From an optimization exercise on the open Yosys and OpenROAD flow, aimed at small area; shortcuts taken in it are not production practice. Function was checked by simulation only, so behaviour that the tests miss may differ from the original.

== run A ==
Design retire_trace_buffer, start of the top module:
module retire_trace_buffer #(
    parameter int unsigned DEPTH  = 16,
    parameter int unsigned SEQ_W  = 16,
    parameter int unsigned DROP_W = 8
) (
    input  logic                     clk,
    input  logic                     rst,
    input  logic                     trace_en,
    input  logic                     flush,
    input  logic                     clear_ovf,
    input  logic                     retire_valid,
    input  logic [31:0]              retire_pc,
    input  logic [31:0]              retire_instr,
    input  logic                     rd_we,
    input  logic [4:0]               rd_addr,
    input  logic [31:0]              rd_wdata,
    input  logic                     mem_we,
    input  logic [1:0]               mem_size,
    input  logic [31:0]              mem_addr,
    input  logic [31:0]              mem_wdata,
    output logic                     out_valid,
    input  logic                     out_ready,
    output logic [SEQ_W-1:0]         out_seq,
    output logic [31:0]              out_pc,
    output logic [31:0]              out_instr,
    output logic [4:0]               out_rd,
    output logic [31:0]              out_rdata,
    output logic [1:0]               out_write_op,
    output logic [31:0]              out_wdata,
    output logic [31:0]              out_waddr,
  ...
Size in the first run: ~3000 flip-flops, roughly 370 I/O pins, roughly 110000 um2 of cells after synthesis.
==> module retire_trace_buffer, before the edit <==
module retire_trace_buffer #(
    parameter int unsigned DEPTH  = 16,
    parameter int unsigned SEQ_W  = 16,
    parameter int unsigned DROP_W = 8
) (
    input  logic                     clk,
    input  logic                     rst,
    input  logic                     trace_en,
    input  logic                     flush,
    input  logic                     clear_ovf,
    input  logic                     retire_valid,
    input  logic [31:0]              retire_pc,
    input  logic [31:0]              retire_instr,
    input  logic                     rd_we,
    input  logic [4:0]               rd_addr,
    input  logic [31:0]              rd_wdata,
    input  logic                     mem_we,
    input  logic [1:0]               mem_size,
    input  logic [31:0]              mem_addr,
    input  logic [31:0]              mem_wdata,
    output logic                     out_valid,
    input  logic                     out_ready,
    output logic [SEQ_W-1:0]         out_seq,
    output logic [31:0]              out_pc,
    output logic [31:0]              out_instr,
    output logic [4:0]               out_rd,
    output logic [31:0]              out_rdata,
    output logic [1:0]               out_write_op,
    output logic [31:0]              out_wdata,
    output logic [31:0]              out_waddr,
    output logic [$clog2(DEPTH):0]   count,
    output logic                     ovf,
    output logic [DROP_W-1:0]        drop_cnt
);
    localparam int unsigned PTR_W = $clog2(DEPTH);
    localparam int unsigned CNT_W = PTR_W + 1;
    typedef struct packed {
        logic [SEQ_W-1:0] seq;
        logic [31:0]      pc;
        logic [31:0]      instr;
        logic [4:0]       rd;
        logic [31:0]      rdata;
        logic [1:0]       write_op;
        logic [31:0]      wdata;
        logic [31:0]      waddr;
    } trace_rec_t;
    localparam int unsigned REC_W = SEQ_W + 167;   
    logic [DEPTH-1:0][REC_W-1:0] mem;
    trace_rec_t       rec_c;
    trace_rec_t       head;
    logic [PTR_W-1:0] wr_ptr;
    logic [DEPTH-1:0] rd_oh;
    logic [SEQ_W-1:0] seq;
    logic push_c;
    logic pop_c;
    logic full_c;
    logic accept_c;
    logic drop_c;
    always_comb begin
        push_c   = retire_valid & trace_en & ~flush;
        pop_c    = out_valid & out_ready & ~flush;
        full_c   = (count == CNT_W'(DEPTH));
        accept_c = push_c & (~full_c | pop_c);
        drop_c   = push_c & full_c & ~pop_c;
    end
    logic [4:0]  rec_rd;
    logic [31:0] rec_rdata;
    logic [1:0]  rec_write_op;
    logic [31:0] rec_wdata;
    logic [31:0] rec_waddr;
    always_comb begin
        rec_rd       = 5'd0;
        rec_rdata    = 32'd0;
        rec_write_op = 2'd0;
        rec_wdata    = 32'd0;
        rec_waddr    = 32'd0;
        if (rd_we && (rd_addr != 5'd0)) begin
            rec_rd    = rd_addr;
            rec_rdata = rd_wdata;
        end
        if (mem_we && (mem_size != 2'd3)) begin
            rec_write_op = 2'(mem_size + 2'd1);
            rec_waddr    = mem_addr;
            case (mem_size)
                2'd0:    rec_wdata = {24'b0, mem_wdata[7:0]};
                2'd1:    rec_wdata = {16'b0, mem_wdata[15:0]};
                default: rec_wdata = mem_wdata;
            endcase
        end
    end
    assign rec_c = {seq, retire_pc, retire_instr, rec_rd, rec_rdata,
                    rec_write_op, rec_wdata, rec_waddr};
    for (genvar i = 0; i < int'(DEPTH); i++) begin : g_mem
        logic we;
        assign we = accept_c && (wr_ptr == PTR_W'(i));
        always_ff @(posedge clk) begin
            if (we) mem[i] <= rec_c;
        end
    end
    always_ff @(posedge clk or posedge rst) begin
        if (rst) begin
            wr_ptr <= '0;
            rd_oh  <= DEPTH'(1);
            count  <= '0;
        end else if (flush) begin
            wr_ptr <= '0;
            rd_oh  <= DEPTH'(1);
            count  <= '0;
        end else begin
            if (accept_c) begin
                wr_ptr <= wr_ptr + PTR_W'(1);
            end
            if (pop_c) begin
                rd_oh <= {rd_oh[DEPTH-2:0], rd_oh[DEPTH-1]};
            end
            case ({accept_c, pop_c})
                2'b10:   count <= count + CNT_W'(1);
                2'b01:   count <= count - CNT_W'(1);
                default: count <= count;
            endcase
        end
    end
    always_ff @(posedge clk or posedge rst) begin
        if (rst) begin
            seq <= '0;
        end else if (retire_valid) begin
            seq <= seq + SEQ_W'(1);
        end
    end
    always_ff @(posedge clk or posedge rst) begin
        if (rst) begin
            ovf      <= 1'b0;
            drop_cnt <= '0;
        end else if (clear_ovf) begin
            ovf      <= drop_c;
            drop_cnt <= DROP_W'(drop_c);
        end else if (drop_c) begin
            ovf <= 1'b1;
            if (drop_cnt != {DROP_W{1'b1}}) begin
                drop_cnt <= drop_cnt + DROP_W'(1);
            end
        end
    end
    always_comb begin
        head         = '0;
        for (int k = 0; k < int'(DEPTH); k++) begin
            head = head | (mem[k] & {REC_W{rd_oh[k]}});
        end
        out_valid    = (count != '0);
        out_seq      = head.seq;
        out_pc       = head.pc;
        out_instr    = head.instr;
        out_rd       = head.rd;
        out_rdata    = head.rdata;
        out_write_op = head.write_op;
        out_wdata    = head.wdata;
        out_waddr    = head.waddr;
    end
endmodule
clock: 6.0 ns
lec_check: 0
cap_margin: 20
core_margin: 2
core_utilization: 40
slew_margin: 20
run.sh (not shown) runs the stock make flow with config.mk's settings and CLKGATE_MAP_FILE= SYNTH_SCRIPT=/design/flow/synth_recipe.tcl, a recipe that flattens the netlist after the stock synthesis.
Run A was carried through to the last stage, and its layout satisfied the timing, DRC and antenna checks.
The following lists how run B was set up differently from run A:
--- a/flow/design.v
+++ b/flow/design.v
@@ -50,5 +50,5 @@
     trace_rec_t       head;
     logic [PTR_W-1:0] wr_ptr;
-    logic [DEPTH-1:0] rd_oh;
+    logic [PTR_W-1:0] rd_ptr;
     logic [SEQ_W-1:0] seq;
     logic push_c;
@@ -92,8 +92,10 @@
                     rec_write_op, rec_wdata, rec_waddr};
     for (genvar i = 0; i < int'(DEPTH); i++) begin : g_mem
-        logic we;
-        assign we = accept_c && (wr_ptr == PTR_W'(i));
-        always_ff @(posedge clk) begin
-            if (we) mem[i] <= rec_c;
+        always_ff @(posedge clk or posedge rst) begin
+            if (rst) begin
+                mem[i] <= '0;
+            end else if (accept_c && (wr_ptr == PTR_W'(i))) begin
+                mem[i] <= rec_c;
+            end
         end
     end
@@ -101,9 +103,9 @@
         if (rst) begin
             wr_ptr <= '0;
-            rd_oh  <= DEPTH'(1);
+            rd_ptr <= '0;
             count  <= '0;
         end else if (flush) begin
             wr_ptr <= '0;
-            rd_oh  <= DEPTH'(1);
+            rd_ptr <= '0;
             count  <= '0;
         end else begin
@@ -112,5 +114,5 @@
             end
             if (pop_c) begin
-                rd_oh <= {rd_oh[DEPTH-2:0], rd_oh[DEPTH-1]};
+                rd_ptr <= rd_ptr + PTR_W'(1);
             end
             case ({accept_c, pop_c})
@@ -143,8 +145,5 @@
     end
     always_comb begin
-        head         = '0;
-        for (int k = 0; k < int'(DEPTH); k++) begin
-            head = head | (mem[k] & {REC_W{rd_oh[k]}});
-        end
+        head         = mem[rd_ptr];
         out_valid    = (count != '0);
         out_seq      = head.seq;
The flow did not stop early for run B: all stages ran, and the layout cleared the timing, DRC and antenna checks.
Compared with run A, in run B sequential fraction of total cell area fell by 22 points; synthesized cell count rose by 5591; fraction of area in clock buffers and inverters fell by 0.37 points; die boundary height rose by 58 um.
On synthesized-area fraction occupied by adder cells, run B and run A are basically level.

## re-timing with driven ports
In the flow no input, the clock included, has a driving cell. The finished layouts below were timed again as built, in two steps.
Step 1, drivers: a clkbuf_16 drives clk and a buf_2 each remaining input, both assumed.
Step 2 times the ports against the registers' clock, not the clock port: input delays grow and output delays shrink by t, the midpoint of the rising clock arrivals with the driver on.
Three values: no drivers, after step 1, after step 2; two values: the first two.
run	t (ns)	setup WS [ns]	hold slack, ns	slew at the worst register clock pin (ns)
run A	1.030	0.693 / 0.589 / 1.069	0.528 / 0.528 / 0.528	0.07 / 0.07
run B	1.000	0.217 / 0.123 / 1.122	0.472 / 0.472 / 0.472	0.07 / 0.07
After both steps every run listed still meets setup and hold.
